What follows belongs to an exercise in optimizing a design on an open flow for small area, a short achievable clock period and few clock cycles; a production flow would make more cautious choices. Only simulation tests tie the RTL to the original design; equivalence was not proved. No activity file was given, so power comes from the tool's default toggle rates.

job 101:
// core
module core #(
  parameter int REG_SIZE   = 8,
  parameter int ADDR_SIZE  = 8,
  parameter int INSN_SIZE  = 16,
  parameter int INSN_COUNT = 16
) (
  input  logic                            clk,
  input  logic                            reset,
  input  logic                            init_R0_flag,
  input  logic [REG_SIZE-1:0]             init_R0_data,
  input  logic [INSN_SIZE*INSN_COUNT-1:0] insn_data,
  input  logic                            Start,
  output logic                            Ready,
  output logic [1:0]                      enable_M,
  output logic [ADDR_SIZE-1:0]            addr_M,
  output logic [REG_SIZE-1:0]             wr_data_M,
  input  logic [REG_SIZE-1:0]             rd_data_M,
  input  logic                            ready_M
);
For scale: about 1800 cells after synthesis, about 450 flip-flops, ~22000 um2 of cells after synthesis.
Settings: LEC_CHECK=0, CAP_MARGIN=20, CORE_MARGIN=2, CORE_UTILIZATION=55, CTS_BUF_LIST=sky130_fd_sc_hd__clkbuf_8, CTS_CLUSTER_DIAMETER=60, CTS_CLUSTER_SIZE=16, SLEW_MARGIN=20, TNS_END_PERCENT=10; clock period 10.0 ns.
standard.sh (not shown) runs the stock make flow with config.mk's settings and CLKGATE_MAP_FILE= SYNTH_SCRIPT=/design/flow/synth_recipe.tcl, a recipe that flattens the netlist after the stock synthesis.
==> flow/flow/run.sh <==
#!/bin/bash
# Layout: the standard flow (standard.sh) with three changes:
#  - port buffers of the smallest drive (buffer_ports -buffer_cell buf_1);
#    repair resizes the ones that need more;
#  - no adder cells in synthesis (ADDER_MAP_FILE empty), so abc maps the
#    arithmetic together with the logic around it;
#  - timing repair aims at a larger setup slack margin, and runs after
#    global routing only (not after clock tree synthesis).
# make's output goes to flow.log; each step's own log is under orfs/logs/.
set -uo pipefail
bash standard.sh "ADDER_MAP_FILE=" "SETUP_SLACK_MARGIN=6.2" "SKIP_CTS_REPAIR_TIMING=1" \
  "BUFFER_PORTS_ARGS=-buffer_cell sky130_fd_sc_hd__buf_1" finish > flow.log 2>&1
Testbench counts of job 101, summed over its fixed seeds: cycles 7,544.
The inputs of job 102 differ from those of job 101 as listed below.
--- a/flow/design.v
+++ b/flow/design.v
@@ -171,41 +171,39 @@
   localparam logic [3:0] OP_ST   = 4'h9;
   localparam logic [3:0] OP_BNZ  = 4'hA;
   localparam logic [3:0] OP_STOP = 4'hF;
   logic                 run_q;
   logic [15:0][15:0]    buf_q;
   logic [15:0][7:0]     regs_q;
   logic [15:0]          ir1_q;
   logic [3:0]           pc1_q;
   logic                 idv_q;      
   logic [3:0]           op2_q, rd2_q;
-  logic                 ld2_q, wr2_q, mul2_q, sub2_q;
+  logic                 ld2_q, st2_q, wr2_q, mul2_q, sub2_q;
   logic [7:0]           opa_q, opb_q;
-  logic [7:0]           adr_q, wd_q;
-  logic                 stp_q;
   logic [7:0] alu_fast, alu_mul, wdata, fwd;
   logic       we2, ex_stall;
   core_alu #(.W(REG_SIZE)) u_alu (
     .op  (op2_q),
     .sub (sub2_q),
     .a   (opa_q),
     .b   (opb_q),
     .fast(alu_fast),
     .mul (alu_mul)
   );
   assign we2      = wr2_q | ld2_q;
   assign wdata    = ld2_q ? rd_data_M : (mul2_q ? alu_mul : alu_fast);
   assign fwd      = ld2_q ? rd_data_M : alu_fast;
-  assign ex_stall = ld2_q & !ready_M;
-  assign enable_M  = {stp_q, ld2_q};
-  assign addr_M    = adr_q;
-  assign wr_data_M = wd_q;
+  assign ex_stall = (ld2_q | st2_q) & !ready_M;
+  assign enable_M  = {st2_q, ld2_q};
+  assign addr_M    = ld2_q ? opa_q : opb_q;
+  assign wr_data_M = opa_q;
   assign Ready     = !run_q;
   logic [3:0]  r_op, r_aidx, r_bidx, s_op, s_aidx, s_bidx;
   logic        r_use_a, r_use_b, r_fa, r_fb, r_bnz, s_bnz;
   logic [3:0]  op1, rd1, aidx, bidx;
   logic [7:0]  imm1, rda, rdb, vala, valb, fsrc;
   logic        fa, fb, is_set1;
   logic [15:0] nzf;
   logic        taken, id_stall, endb;
   logic [3:0]  pc_next;
   logic [15:0] fetched;
@@ -237,34 +235,36 @@
   end
   assign fsrc = run_q ? fwd : init_R0_data;
   assign fa   = run_q ? (we2 && rd2_q == aidx) : (init_R0_flag && aidx == 4'd0);
   assign fb   = run_q ? (we2 && rd2_q == bidx) : (init_R0_flag && bidx == 4'd0);
   assign vala = fa ? fsrc : rda;
   assign valb = is_set1 ? imm1 : (fb ? fsrc : rdb);
   always_comb begin
     for (int k = 0; k < 16; k++) nzf[k] = (regs_q[k] != 8'd0);
   end
   assign id_stall = run_q ? ((r_bnz && we2 && rd2_q == ir1_q[11:8]) ||
-                             ((r_op == OP_LD || r_op == OP_ST) && stp_q && !ready_M) ||
                              (mul2_q && ((r_use_a && r_fa) || (r_use_b && r_fb))))
                           : s_bnz;
   assign taken    = r_bnz && nzf[ir1_q[11:8]];
   logic [15:0] isnop;
   logic [3:0]  pc_inc1, pc_seq;
   logic        skip;
   always_comb begin
     for (int k = 0; k < 16; k++)
       isnop[k] = (buf_q[k][15:12] == OP_NOP) ||
                  (buf_q[k][15:12] >= 4'hB && buf_q[k][15:12] <= 4'hE);
   end
   assign pc_inc1 = pc1_q + 4'd1;
-  assign skip    = isnop[pc_inc1];
+  always_comb begin
+    skip = 1'b0;
+    for (int k = 0; k < 16; k++) skip = skip | (isnop[k] && pc_inc1 == 4'(k));
+  end
   assign pc_seq  = skip ? pc1_q + 4'd2 : pc_inc1;
   assign pc_next = run_q ? (taken ? ir1_q[3:0] : pc_seq) : {3'd0, !s_bnz};
   logic [15:0] fsel;
   logic [15:0] fbuf;
   always_comb begin
     fbuf = '0;
     for (int k = 0; k < 16; k++) begin
       fsel[k] = taken ? (ir1_q[3:0] == 4'(k)) : (pc_seq == 4'(k));
       fbuf = fbuf | (buf_q[k] & {16{fsel[k]}});
     end
@@ -274,45 +274,41 @@
   assign endb     = run_q ? ((fetched[15:12] == OP_STOP) ||
                              (!taken && (pc1_q == 4'd15 || (pc1_q == 4'd14 && skip))))
                           : (!s_bnz && insn_data[31:28] == OP_STOP);
   logic ex_load, id_load;
   assign ex_load = run_q ? (idv_q && !id_stall) : (Start && !s_bnz);
   assign id_load = !run_q || (idv_q && !id_stall && !ex_stall);
   always_ff @(posedge clk) begin
     if (reset) begin
       run_q <= 1'b0;
       ld2_q <= 1'b0;
-      stp_q <= 1'b0;
+      st2_q <= 1'b0;
       wr2_q <= 1'b0;
     end else begin
       if (!run_q) run_q <= Start && (s_op != OP_STOP);
-      else if (!ex_stall && !idv_q && !(stp_q && !ready_M)) run_q <= 1'b0;
-      stp_q <= (!ex_stall && ex_load && op1 == OP_ST) || (stp_q && !ready_M);
+      else if (!ex_stall && !idv_q) run_q <= 1'b0;
       if (!ex_stall) begin
         ld2_q <= ex_load && (op1 == OP_LD);
+        st2_q <= ex_load && (op1 == OP_ST);
         wr2_q <= ex_load && (op1 != OP_NOP) && (op1 <= OP_SET);
       end
     end
   end
   always_ff @(posedge clk) begin
     if (!ex_stall) begin
       op2_q  <= op1;
       mul2_q <= ex_load && (op1 == OP_MUL);
       sub2_q <= (op1 == 4'h2);
       rd2_q  <= rd1;
       opa_q  <= vala;
       opb_q  <= valb;
     end
-    if (!ex_stall && !(stp_q && !ready_M)) begin
-      adr_q <= (op1 == OP_LD) ? vala : valb;
-      wd_q  <= vala;
-    end
     if (id_load) begin
       ir1_q <= fetched;
       pc1_q <= pc_next;
       idv_q <= !endb;
     end
   end
   always_ff @(posedge clk) begin
     if (!run_q) buf_q <= insn_data;
   end
   logic       wen;
==> run summary <==
Compared to job 101, job 102 has met3 layer usage reported by global route 0.87 points higher. Comparing job 101 and job 102, the lower part of the power in combinational logic is on job 101. The core of job 102 is less densely filled than that of job 101. Going from job 101 to job 102, net count reported at finish grew slightly. Final RePlAce weighted congestion essentially unchanged between job 101 and job 102. Of job 102 and job 101, it is job 102 that has the higher power consumption. Job 102 contains more vias than job 101. As of job 102, first-iteration DRC count had risen by a few percent compared to job 101.
Testbench counts of job 102, summed over its fixed seeds: cycles 7,731.

-- port drivers added, routing unchanged --
How much do the figures lean on ideal ports? The routed layouts below were timed once more, with nothing changed but the port constraints. Step 1, drivers: a clkbuf_16 drives clk and a buf_2 each remaining input, both assumed. Step 2 adds t to the input delays and takes it off the output delays; t is the mean of the earliest and latest rising clock arrival at the registers after step 1. Input paths then give back, and output paths get back, about the clock's delay inside the block. Three values: ideal ports, drivers, drivers and shift; two values: the first two.
run | shift t [ns] | setup slack, ns | hold slack, ns | worst slew at a driven data input, ns
job 101 | 0.699 | 5.749 / 5.776 / 5.077 | 0.497 / 0.497 / 0.497 | 0.09
job 102 | 0.691 | 5.852 / 5.884 / 5.193 | 0.469 / 0.469 / 0.469 | 0.11
After both steps every run listed still meets setup and hold. The setup slack of job 101, which loses most, moves by +0.027 ns with the drivers and by -0.672 ns with both steps.
